From an optimization exercise on the open Yosys and OpenROAD flow, aimed at small area and few clock cycles; shortcuts taken in it are not production practice.
The RTL was checked by simulation tests, not by an equivalence proof against the original design.
Power is estimated from default activity; no workload was simulated.

**flow/run.sh**
```bash
#!/bin/bash
# synth_recipe.tcl (not shown) runs the flow's synth.tcl, then flattens the netlist and writes it again
# the make line also repeats each setting of config.mk as NAME=value (left out here)
make -C /OpenROAD-flow-scripts/flow DESIGN_CONFIG=/design/flow/config.mk WORK_HOME=/design/flow/orfs CLKGATE_MAP_FILE= SYNTH_SCRIPT=/design/flow/synth_recipe.tcl finish
```
**flow/config.mk**
```make
export PLATFORM = sky130hd
export DESIGN_NAME = grapheme_cluster_segmenter
export DESIGN_NICKNAME = grapheme_cluster_segmenter
export VERILOG_FILES = /design/flow/design.v
export SDC_FILE = /design/flow/constraint.sdc
export NUM_CORES = 4
export LEC_CHECK = 0
export CAP_MARGIN = 20
export CORE_MARGIN = 2
export CORE_UTILIZATION = 40
export PLACE_DENSITY = 0.6
export SLEW_MARGIN = 20
```
**flow/constraint.sdc**
```tcl
create_clock -name core_clock -period 12.0 [get_ports {clk}]
set_input_delay 2.4000 -clock core_clock [delete_from_list [all_inputs] [get_ports {clk}]]
set_output_delay 2.4000 -clock core_clock [all_outputs]
set_load 0.01 [all_outputs]
```
**flow/design.v**
```verilog
`default_nettype none
package gcs_pkg;
    localparam int unsigned MaxTextLen = 65535;
    localparam int unsigned QDepth     = 4;
    localparam int unsigned QPtrW      = $clog2(QDepth);
    localparam logic [16:0] ColMax = 17'd131070;
    localparam logic [5:0] LB_BK = 6'd0;
    localparam logic [5:0] LB_NL = 6'd1;
    localparam logic [5:0] LB_SP = 6'd2;
    localparam logic [5:0] LB_ZW = 6'd3;
    localparam logic [5:0] LB_WJ = 6'd4;
    localparam logic [5:0] LB_SA = 6'd5;
    localparam logic [5:0] LB_CM = 6'd6;
    localparam logic [5:0] LB_AL = 6'd7;
    localparam logic [3:0] GB_CR     = 4'd1;
    localparam logic [3:0] GB_LF     = 4'd2;
    localparam logic [3:0] GB_CTRL   = 4'd3;
    localparam logic [3:0] GB_EXT    = 4'd4;
    localparam logic [3:0] GB_SPMARK = 4'd5;
    localparam logic [3:0] GB_PRE    = 4'd6;
    localparam logic [3:0] GB_L      = 4'd7;
    localparam logic [3:0] GB_V      = 4'd8;
    localparam logic [3:0] GB_T      = 4'd9;
    localparam logic [3:0] GB_LV     = 4'd10;
    localparam logic [3:0] GB_LVT    = 4'd11;
    localparam logic [1:0] WIDTH_ZERO = 2'd0;
    localparam logic [1:0] WIDTH_WIDE = 2'd2;
    localparam logic [1:0] MODE_IDLE = 2'd0;
    localparam logic [1:0] MODE_CR   = 2'd1;
    localparam logic [1:0] MODE_RUN  = 2'd2;
    localparam logic [1:0] MODE_GEN  = 2'd3;
    localparam int unsigned ResW = 57;
    localparam int unsigned EntW = 2 * ResW + 1;
    function automatic logic [16:0] sat_add(input logic [16:0] a, input logic [16:0] b);
        logic [17:0] s;
        logic [16:0] r;
        s = {1'b0, a} + {1'b0, b};
        r = (s > {1'b0, ColMax}) ? ColMax : s[16:0];
        sat_add = r;
    endfunction
    function automatic logic [1:0] cols_of(input logic [1:0] w);
        if (w == WIDTH_WIDE)
            cols_of = 2'd2;
        else if (w == WIDTH_ZERO)
            cols_of = 2'd0;
        else
            cols_of = 2'd1;
    endfunction
    function automatic logic hangul_joins(input logic [3:0] prev, input logic [3:0] nxt);
        logic j;
        if (prev == GB_L)
            j = (nxt == GB_L || nxt == GB_V || nxt == GB_LV || nxt == GB_LVT);
        else if (prev == GB_LV || prev == GB_V)
            j = (nxt == GB_V || nxt == GB_T);
        else if (prev == GB_LVT || prev == GB_T)
            j = (nxt == GB_T);
        else
            j = 1'b0;
        hangul_joins = j;
    endfunction
    function automatic logic [56:0] make_result(
        input logic [15:0] start,
        input logic [15:0] length,
        input logic [16:0] base_cols,
        input logic [16:0] prep_cols,
        input logic [16:0] ext_cols,
        input logic [5:0]  head_lb,
        input logic [3:0]  head_gb,
        input logic        head_th,
        input logic        thai_on,
        input logic        done
    );
        logic [5:0] cls;
        cls = head_lb;
        if (head_lb == LB_SA && !(thai_on && head_th))
            cls = (head_gb == GB_EXT || head_gb == GB_SPMARK) ? LB_CM : LB_AL;
        make_result = {start, length, sat_add(sat_add(base_cols, prep_cols), ext_cols),
                       cls, done, 1'b0};
    endfunction
endpackage
`default_nettype wire
`default_nettype none
module gcs_front #(
    parameter int unsigned MAX_TEXT_LEN = gcs_pkg::MaxTextLen
) (
    input  wire logic               clk,
    input  wire logic               rst_n,
    input  wire logic               accept,
    input  wire logic [5:0]         lb_class,
    input  wire logic [1:0]         width_class,
    input  wire logic [3:0]         gb_class,
    input  wire logic               is_thai,
    input  wire logic               end_of_text,
    input  wire logic               thai_support,
    output logic [gcs_pkg::EntW-1:0] push_entry,
    output logic                    push
);
    localparam int unsigned LenCapInt = (MAX_TEXT_LEN < 65535) ? MAX_TEXT_LEN : 65535;
    localparam logic [15:0] LenCap    = 16'(LenCapInt);
    logic [1:0]           mode_reg;
    logic [1:0]           mode_next;
    logic [15:0] idx_reg;
    logic [15:0] idx_next;
    logic [15:0] start_reg;
    logic [15:0] start_next;
    logic [15:0] len_reg;
    logic [15:0] len_next;
    logic [5:0]  hlb_reg;
    logic [5:0]  hlb_next;
    logic [3:0]  hgb_reg;
    logic [3:0]  hgb_next;
    logic        hth_reg;
    logic        hth_next;
    logic [3:0]  prev_reg;
    logic [3:0]  prev_next;
    logic [16:0] base_reg;
    logic [16:0] base_next;
    logic [16:0] prep_reg;
    logic [16:0] prep_next;
    logic [16:0] ext_reg;
    logic [16:0] ext_next;
    logic [56:0]          res0;
    logic [56:0]          res1;
    logic [56:0]          res_new;
    logic [1:0]  n_res;
    logic        joined;
    logic [16:0] col;
    assign col = {15'd0, gcs_pkg::cols_of(width_class)};
    always_comb
    begin
        mode_next  = mode_reg;
        idx_next   = idx_reg;
        start_next = start_reg;
        len_next   = len_reg;
        hlb_next   = hlb_reg;
        hgb_next   = hgb_reg;
        hth_next   = hth_reg;
        prev_next  = prev_reg;
        base_next  = base_reg;
        prep_next  = prep_reg;
        ext_next   = ext_reg;
        res0       = '0;
        res1       = '0;
        res_new    = '0;
        n_res      = 2'd0;
        joined     = 1'b0;
        if (mode_reg != gcs_pkg::MODE_IDLE && len_reg < LenCap)
        begin
            case (mode_reg)
                gcs_pkg::MODE_CR:
                begin
                    if (gb_class == gcs_pkg::GB_LF)
                    begin
                        len_next = len_reg + 16'd1;
                        joined   = 1'b1;
                        res_new = gcs_pkg::make_result(start_next, len_next, base_next,
                            prep_next, ext_next, hlb_next, hgb_next, hth_next,
                            thai_support, end_of_text);
                        if (n_res[0])
                            res1 = res_new;
                        else
                            res0 = res_new;
                        n_res     = n_res + 2'd1;
                        mode_next = gcs_pkg::MODE_IDLE;
                        len_next  = '0;
                    end
                end
                gcs_pkg::MODE_RUN:
                begin
                    if (lb_class == hlb_reg)
                    begin
                        len_next  = len_reg + 16'd1;
                        base_next = gcs_pkg::sat_add(base_reg, col);
                        joined    = 1'b1;
                    end
                end
                default:
                begin
                    if (!(gb_class == gcs_pkg::GB_CTRL || gb_class == gcs_pkg::GB_CR || gb_class == gcs_pkg::GB_LF))
                    begin
                        if (gcs_pkg::hangul_joins(prev_reg, gb_class))
                        begin
                            base_next = 17'd2;
                            prev_next = gb_class;
                            joined    = 1'b1;
                        end
                        else if (gb_class == gcs_pkg::GB_EXT || gb_class == gcs_pkg::GB_SPMARK)
                        begin
                            ext_next = gcs_pkg::sat_add(ext_reg, col);
                            joined   = 1'b1;
                        end
                        else if (prev_reg == gcs_pkg::GB_PRE)
                        begin
                            hlb_next  = lb_class;
                            hgb_next  = gb_class;
                            hth_next  = is_thai;
                            prep_next = gcs_pkg::sat_add(prep_reg, base_reg);
                            base_next = col;
                            prev_next = gb_class;
                            joined    = 1'b1;
                        end
                        if (joined)
                            len_next = len_reg + 16'd1;
                    end
                end
            endcase
        end
        if (!joined)
        begin
            if (mode_next != gcs_pkg::MODE_IDLE)
            begin
                res_new = gcs_pkg::make_result(start_next, len_next, base_next,
                    prep_next, ext_next, hlb_next, hgb_next, hth_next,
                    thai_support, 1'b0);
                if (n_res[0])
                    res1 = res_new;
                else
                    res0 = res_new;
                n_res     = n_res + 2'd1;
                mode_next = gcs_pkg::MODE_IDLE;
                len_next  = '0;
            end
            start_next = idx_reg;
            len_next   = 16'd1;
            hlb_next   = lb_class;
            hgb_next   = gb_class;
            hth_next   = is_thai;
            prev_next  = gb_class;
            base_next  = col;
            prep_next  = '0;
            ext_next   = '0;
            if (lb_class == gcs_pkg::LB_BK || lb_class == gcs_pkg::LB_NL || gb_class == gcs_pkg::GB_LF)
            begin
                res_new = gcs_pkg::make_result(start_next, len_next, base_next,
                    prep_next, ext_next, hlb_next, hgb_next, hth_next,
                    thai_support, end_of_text);
                if (n_res[0])
                    res1 = res_new;
                else
                    res0 = res_new;
                n_res     = n_res + 2'd1;
                mode_next = gcs_pkg::MODE_IDLE;
                len_next  = '0;
            end
            else if (gb_class == gcs_pkg::GB_CR)
                mode_next = gcs_pkg::MODE_CR;
            else if (lb_class == gcs_pkg::LB_SP || lb_class == gcs_pkg::LB_ZW || lb_class == gcs_pkg::LB_WJ)
                mode_next = gcs_pkg::MODE_RUN;
            else if (gb_class == gcs_pkg::GB_CTRL)
            begin
                res_new = gcs_pkg::make_result(start_next, len_next, base_next,
                    prep_next, ext_next, hlb_next, hgb_next, hth_next,
                    thai_support, end_of_text);
                if (n_res[0])
                    res1 = res_new;
                else
                    res0 = res_new;
                n_res     = n_res + 2'd1;
                mode_next = gcs_pkg::MODE_IDLE;
                len_next  = '0;
            end
            else
                mode_next = gcs_pkg::MODE_GEN;
        end
        idx_next = idx_reg + 16'd1;
        if (end_of_text)
        begin
            if (mode_next != gcs_pkg::MODE_IDLE)
            begin
                res_new = gcs_pkg::make_result(start_next, len_next, base_next,
                    prep_next, ext_next, hlb_next, hgb_next, hth_next,
                    thai_support, 1'b1);
                if (n_res[0])
                    res1 = res_new;
                else
                    res0 = res_new;
                n_res     = n_res + 2'd1;
                mode_next = gcs_pkg::MODE_IDLE;
                len_next  = '0;
            end
            idx_next = '0;
        end
    end
    always_comb
    begin
        push_entry = {res0[56:1], (n_res == 2'd1), res1[56:1], (n_res == 2'd2), (n_res == 2'd2)};
        push = accept && (n_res != 2'd0);
    end
    always_ff @(posedge clk or negedge rst_n)
    begin
        if (!rst_n)
        begin
            mode_reg  <= gcs_pkg::MODE_IDLE;
            idx_reg   <= '0;
            start_reg <= '0;
            len_reg   <= '0;
            hlb_reg   <= '0;
            hgb_reg   <= '0;
            hth_reg   <= 1'b0;
            prev_reg  <= '0;
            base_reg  <= '0;
            prep_reg  <= '0;
            ext_reg   <= '0;
        end
        else if (accept)
        begin
            mode_reg  <= mode_next;
            idx_reg   <= idx_next;
            start_reg <= start_next;
            len_reg   <= len_next;
            hlb_reg   <= hlb_next;
            hgb_reg   <= hgb_next;
            hth_reg   <= hth_next;
            prev_reg  <= prev_next;
            base_reg  <= base_next;
            prep_reg  <= prep_next;
            ext_reg   <= ext_next;
        end
    end
endmodule
`default_nettype wire
`default_nettype none
module gcs_queue (
    input  wire logic            clk,
    input  wire logic            rst_n,
    input  wire logic            push,
    input  wire logic [gcs_pkg::EntW-1:0] push_entry,
    input  wire logic            pop,
    output logic                 full,
    output logic                 empty,
    output logic [gcs_pkg::EntW-1:0] head
);
    logic [gcs_pkg::EntW-1:0] entries [gcs_pkg::QDepth];
    logic [gcs_pkg::QPtrW-1:0]   wr_ptr_reg;
    logic [gcs_pkg::QPtrW-1:0]   rd_ptr_reg;
    logic [gcs_pkg::QPtrW:0]     count_reg, count_next;
    localparam logic [gcs_pkg::QPtrW:0] CountFull = gcs_pkg::QPtrW'(gcs_pkg::QDepth - 1) + (gcs_pkg::QPtrW + 1)'(1);
    assign full         = (count_reg == CountFull);
    assign empty = (count_reg == '0);
    assign head = entries[rd_ptr_reg];
    always_comb
    begin
        count_next = count_reg;
        if (push && !pop)
            count_next = count_reg + (gcs_pkg::QPtrW + 1)'(1);
        else if (pop && !push)
            count_next = count_reg - (gcs_pkg::QPtrW + 1)'(1);
    end
    always_ff @(posedge clk)
    begin
        if (push)
            entries[wr_ptr_reg] <= push_entry;
    end
    always_ff @(posedge clk or negedge rst_n)
    begin
        if (!rst_n)
        begin
            wr_ptr_reg <= '0;
            rd_ptr_reg <= '0;
            count_reg  <= '0;
        end
        else
        begin
            if (push)
                wr_ptr_reg <= wr_ptr_reg + gcs_pkg::QPtrW'(1);
            if (pop)
                rd_ptr_reg <= rd_ptr_reg + gcs_pkg::QPtrW'(1);
            count_reg <= count_next;
        end
    end
endmodule
`default_nettype wire
`default_nettype none
module gcs_back (
    input  wire logic               clk,
    input  wire logic               rst_n,
    input  wire logic               empty,
    input  wire logic [gcs_pkg::EntW-1:0] head,
    output logic                    pop,
    input  wire logic               out_stall,
    output logic                    out_valid,
    output logic [gcs_pkg::ResW-1:0] out_res
);
    logic    valid_reg;
    logic    sel_reg, sel_next;
    logic [gcs_pkg::ResW-1:0] res_reg;
    logic    load;
    logic    take;
    assign load = !valid_reg || !out_stall;
    assign take = load && !empty;
    always_comb
    begin
        sel_next = sel_reg;
        pop      = 1'b0;
        if (take)
        begin
            if (head[0] && !sel_reg)
                sel_next = 1'b1;
            else
            begin
                sel_next = 1'b0;
                pop      = 1'b1;
            end
        end
    end
    always_ff @(posedge clk or negedge rst_n)
    begin
        if (!rst_n)
        begin
            valid_reg <= 1'b0;
            sel_reg   <= 1'b0;
        end
        else
        begin
            if (load)
                valid_reg <= !empty;
            sel_reg <= sel_next;
        end
    end
    always_ff @(posedge clk)
    begin
        if (take)
            res_reg <= sel_reg ? head[gcs_pkg::ResW:1] : head[gcs_pkg::EntW-1:gcs_pkg::ResW+1];
    end
    assign out_valid = valid_reg;
    assign out_res   = res_reg;
endmodule
`default_nettype wire
`default_nettype none
module grapheme_cluster_segmenter #(
    parameter int unsigned MAX_TEXT_LEN = gcs_pkg::MaxTextLen
) (
    input  wire logic        clk,
    input  wire logic        rst_n,
    input  wire logic        cfg_write_en,
    input  wire logic        cfg_write_data,
    input  wire logic        in_valid,
    output logic             in_stall,
    input  wire logic [5:0]  lb_class,
    input  wire logic [1:0]  width_class,
    input  wire logic [3:0]  gb_class,
    input  wire logic        is_thai,
    input  wire logic        end_of_text,
    output logic             out_valid,
    input  wire logic        out_stall,
    output logic [15:0]      cluster_start,
    output logic [15:0]      cluster_length,
    output logic [16:0]      cluster_columns,
    output logic [5:0]       cluster_break_class,
    output logic             text_done,
    output logic             last_of_run
);
    logic      thai_support_reg;
    logic      accept;
    logic      push;
    logic      pop;
    logic      full;
    logic [gcs_pkg::EntW-1:0] push_entry;
    logic      q_empty;
    logic [gcs_pkg::EntW-1:0] q_head;
    logic [gcs_pkg::ResW-1:0] out_res;
    always_ff @(posedge clk or negedge rst_n)
    begin
        if (!rst_n)
            thai_support_reg <= 1'b0;
        else if (cfg_write_en)
            thai_support_reg <= cfg_write_data;
    end
    assign in_stall = full;
    assign accept   = in_valid && !full;
    gcs_front #(
        .MAX_TEXT_LEN (MAX_TEXT_LEN)
    ) u_front (
        .clk          (clk),
        .rst_n        (rst_n),
        .accept       (accept),
        .lb_class     (lb_class),
        .width_class  (width_class),
        .gb_class     (gb_class),
        .is_thai      (is_thai),
        .end_of_text  (end_of_text),
        .thai_support (thai_support_reg),
        .push_entry   (push_entry),
        .push         (push)
    );
    gcs_queue u_queue (
        .clk        (clk),
        .rst_n      (rst_n),
        .push       (push),
        .push_entry (push_entry),
        .pop        (pop),
        .full       (full),
        .empty      (q_empty),
        .head       (q_head)
    );
    gcs_back u_back (
        .clk       (clk),
        .rst_n     (rst_n),
        .empty     (q_empty),
        .head      (q_head),
        .pop       (pop),
        .out_stall (out_stall),
        .out_valid (out_valid),
        .out_res   (out_res)
    );
    assign cluster_start       = out_res[56:41];
    assign cluster_length      = out_res[40:25];
    assign cluster_columns     = out_res[24:8];
    assign cluster_break_class = out_res[7:2];
    assign text_done           = out_res[1];
    assign last_of_run         = out_res[0];
endmodule
`default_nettype wire
```
==> run summary <==
## worst min-delay path, stage by stage (launching register included)
cell and delay, ns:
sky130_fd_sc_hd__dfrtp_1 0.34, sky130_fd_sc_hd__nand2_1 0.05, sky130_fd_sc_hd__nand2_1 0.05
## final cells by class
cell class                 instances  area, µm²  area share
timing repair buffer             146       1318     0.03331
antenna                            1      2.502  0.00006326
multi-input combinational       2223      15530      0.3926
clock buffer                      98       1948     0.04925
sequential                       638      18540      0.4687
tap                             1155       1445     0.03653
inverter                          91      341.6    0.008635
clock inverter                    32      427.9     0.01082
## metal layers
metal / track usage / up-vias / wire (µm) / share of wire
met2: 0.3320 / 885 / 43910 / 0.45
met4: 0.05887 / 2 / 2367 / 0.024
met5: 0 / - / 13 / 0.00013
met3: 0.03126 / 141 / 5968 / 0.062
li1: - / 11730 / - / -
met1: 0.3135 / 12420 / 44740 / 0.46
## kinds of logic after synthesis
family                     after synthesis  share of synthesized area
and+or+nand+nor                       1061                     0.1440
adders and majority gates              125                    0.04698
xor gates and xnor gates                95                    0.02396
AOI/OAI and AO/OA                      739                     0.1403
muxes                                  143                    0.08348
buffers and inverters                  250                    0.02756
DFF                                    638                     0.5337
other                                    1                  0.0001080
## stage by stage
step                TNS, ns  utilization  instances  power (µW)
finish                    0       0.4581       4384        7881
global route              0       0.4581       4383        8272
global placement    -0.9702       0.4303       4253        5729
CTS                       0       0.4579       4383        7956
detailed placement        0       0.4304       4253        5753
floorplan                 0            -       3111        4818
## power breakdown
group,switching (µW),internal (µW),total [µW]
Sequential,241,2990,3230
Combinational,1490,978,2470
Clock,916,1270,2180
Total,2650,5230,7880
## cell usage in the layout (no fill, tap or decap), drive strengths merged, types with 16 or more instances in the layout
| master | instances |
|---|---|
| o211ai | 30 |
| inv | 93 |
| a22o | 41 |
| clkdlybuf4s50 | 77 |
| mux2 | 23 |
| nor2b | 17 |
| edfxtp | 513 |
| ha | 116 |
| conb | 60 |
| clkinv | 22 |
| xnor2 | 53 |
| nand2 | 441 |
| and3 | 32 |
| a31oi | 23 |
| xor2 | 42 |
| mux4 | 115 |
| or4 | 16 |
| buf | 69 |
| and2 | 68 |
| clkbuf | 98 |
| a211oi | 41 |
| a21oi | 159 |
| or3 | 22 |
| dfrtp | 125 |
| o22ai | 20 |
| nor2 | 210 |
| o31ai | 17 |
| nand2b | 34 |
| a21o | 41 |
| nor3 | 55 |
| nand3 | 66 |
| o21ai | 198 |
| nor4 | 22 |
| nand4 | 25 |
| o21a | 35 |
## how the worst min path moves through the flow
| stage | start | endpoint | slack, ns | cells past startpoint |
|---|---|---|---|---|
| finish | u_front.start_reg[2]$_DFFE_PN0P_ | u_front.start_reg[2]$_DFFE_PN0P_ | 0.48 | 2 |
| global route | u_front.start_reg[12]$_DFFE_PN0P_ | u_front.start_reg[12]$_DFFE_PN0P_ | 0.50 | 2 |
| CTS | u_front.start_reg[4]$_DFFE_PN0P_ | u_front.start_reg[4]$_DFFE_PN0P_ | 0.48 | 2 |
| detailed placement | u_front.start_reg[4]$_DFFE_PN0P_ | u_front.start_reg[4]$_DFFE_PN0P_ | 0.46 | 2 |
| global placement | u_front.start_reg[9]$_DFFE_PN0P_ | u_front.start_reg[9]$_DFFE_PN0P_ | 0.46 | 2 |
| floorplan | u_front.start_reg[2]$_DFFE_PN0P_ | u_front.start_reg[2]$_DFFE_PN0P_ | 0.45 | 2 |
==> run summary <==
run status=no timing/DRC/antenna violations; synth unique cells=96; count of fill cells added during filler insertion=7,830; part of the Yosys area used for sequential elements=0.5337; depth of the CTS H-tree=3; setup repair after global routing missed its margin=false; gp weighted congestion=0.9380; final routed wirelength across all metal layers=97.01 mm; number of flops mapped to enable cells by yosys=513; effective utilization at floorplan=0.4022; synthesized cell area=0.03473 mm²; transition time at the pin with the least slew margin=1.094 ns; Vias=25,180; launch point of the critical path=width_class[1]; Die Span Y=298.7 µm; latest clock arrival within the worst-skew pair=0.63 ns; peak ir drop on the vdd network=0.1389 mV; final setup violation count=0; number of hold buffers added after cts=0; Leakage=0.01496 µW; CP max stage delay=0.62 ns; area share of the largest cell type after synthesis=0.4436; Critical Path Sink=u_queue.entries[0][73]$_DFFE_PP_; die width=298.7 µm; number of design rule violations left after detail routing=0; Net count, final=3,316; kind of cell adding the most delay to the critical path=simple AND/OR/NAND/NOR gates; detail-routed net length per standard cell=22.13 µm; Die ar.=0.08919 mm²; critical path endpoint category=flip-flop; worst setup skew after layout=0.03785 ns; total number of yosys warnings=4; TritonCTS clock tree=done; GRT Total Usage=0.2139; hpwl dp=67.53 mm; Slew Limit Headroom=0.2707; first-pass GRT wire length=148.1 mm; flip-flop cell with the highest count after synthesis=sky130_fd_sc_hd__edfxtp_1; top-count cell post-synth=sky130_fd_sc_hd__edfxtp_1; area inside the core boundary=0.08635 mm²; post-synthesis async set-or-reset flop share=0.1959; cell accounting for the most synthesized area=sky130_fd_sc_hd__edfxtp_1; synth top area cells=sky130_fd_sc_hd__edfxtp_1 (44%), sky130_fd_sc_hd__dfrtp_1 (9.0%), sky130_fd_sc_hd__mux4_2 (7.5%); cell count after synthesis=3,052; Fmax achieved=88.42 MHz; crit start category=primary input; setup slack of the critical path after layout=0.6901 ns; number of max-cap violations=0; flip-flop count of the largest register, all copies and words added=456; via count of the first global-routing pass=24,310; first-iteration detailed-routing DRC count=2,279; worst reg-to-reg setup slack=1.92 ns; maximum number of pins on one net before global-route repair=115; Critical Path AT=11.67 ns; via count normalized by instance count=5.744; Port Buf Inserts=78; worst reg-to-reg path cell count=37; count of TritonRoute iterations in the first routing pass=6; minimum hold slack=0.4755 ns; post-CTS setup buffer count=0; number of nets with antenna violations after detailed routing=0; number of placement rows=108; cells resized by post-CTS repair=0; count of final hold-check violations=0; Critical R2R Launch=u_front.base_reg[0]$_DFFE_PN0P_; destination of the worst register-to-register timing path=u_queue.entries[0][73]$_DFFE_PP_; clock period minus worst slack=11.31 ns; total clock buffers created by CTS=71; P&R area growth vs syn=13.90%; power density normalized to cell area=199.2 mW/mm²; antenna violations before repair=1; Stages on worst setup path=36; list of most frequent post-synthesis cells=sky130_fd_sc_hd__edfxtp_1 (513), sky130_fd_sc_hd__nand2_1 (441), sky130_fd_sc_hd__nor2_1 (208); buffer type at the clock tree root=sky130_fd_sc_hd__clkbuf_16; maximum count of clock buffers along a single path=3; category of the critical setup timing path=primary input to flip-flop; portion of the clock cycle consumed by the worst path in the final layout=0.9425; area after detailed placement=0.03716 mm²; most frequent cell on the critical path=sky130_fd_sc_hd__or4_1; kind of path behind the tightest hold check=flip-flop to flip-flop; CP max-delay cell=sky130_fd_sc_hd__or4b_2; pre-CTS setup slack=0.2066 ns; CP Max Fanout=5; critical path required time=12.36 ns; final design area excluding fillers=0.03956 mm²; max-slew violation count=0; fraction of layout cells with a size suffix above 1=0.1097; # clock sinks=638; register clock-pin slew on the reported worst setup and hold paths=0.06 ns; number of register bits inferred by synthesis=638; total global routing overflow=0; number of buffer and inverter instances along the worst setup path=5; I/O pin count=79; Avg Cell Area, Syn=11.38 µm²
Testbench counts, summed over its fixed seeds: cycles 49,388.

static timing again, ports no longer ideal:
The results above use ideal ports. As a check the final layout listed here was re-extracted and re-timed, cells and wires unchanged.
Step 1: set_driving_cell puts a clkbuf_16 on clk and a buf_2 on each other input, an assumption about the parent block.
Step 2 also shifts input and output timing later by t, the mid clock arrival at the registers, as if the neighbouring blocks saw the same clock.
Slacks: ideal ports / drivers / drivers and shift; pairs: ideal ports / drivers.
t (ns): 0.683
slack for setup (ns): 0.690 / 0.733 / 0.050
worst setup path at the end: input to register
worst register clock-pin slew, ns: 0.06 / 0.06
After both steps this run still meets setup and hold. For this run, drivers alone change the setup slack by +0.043 ns; drivers and shift together by -0.640 ns.
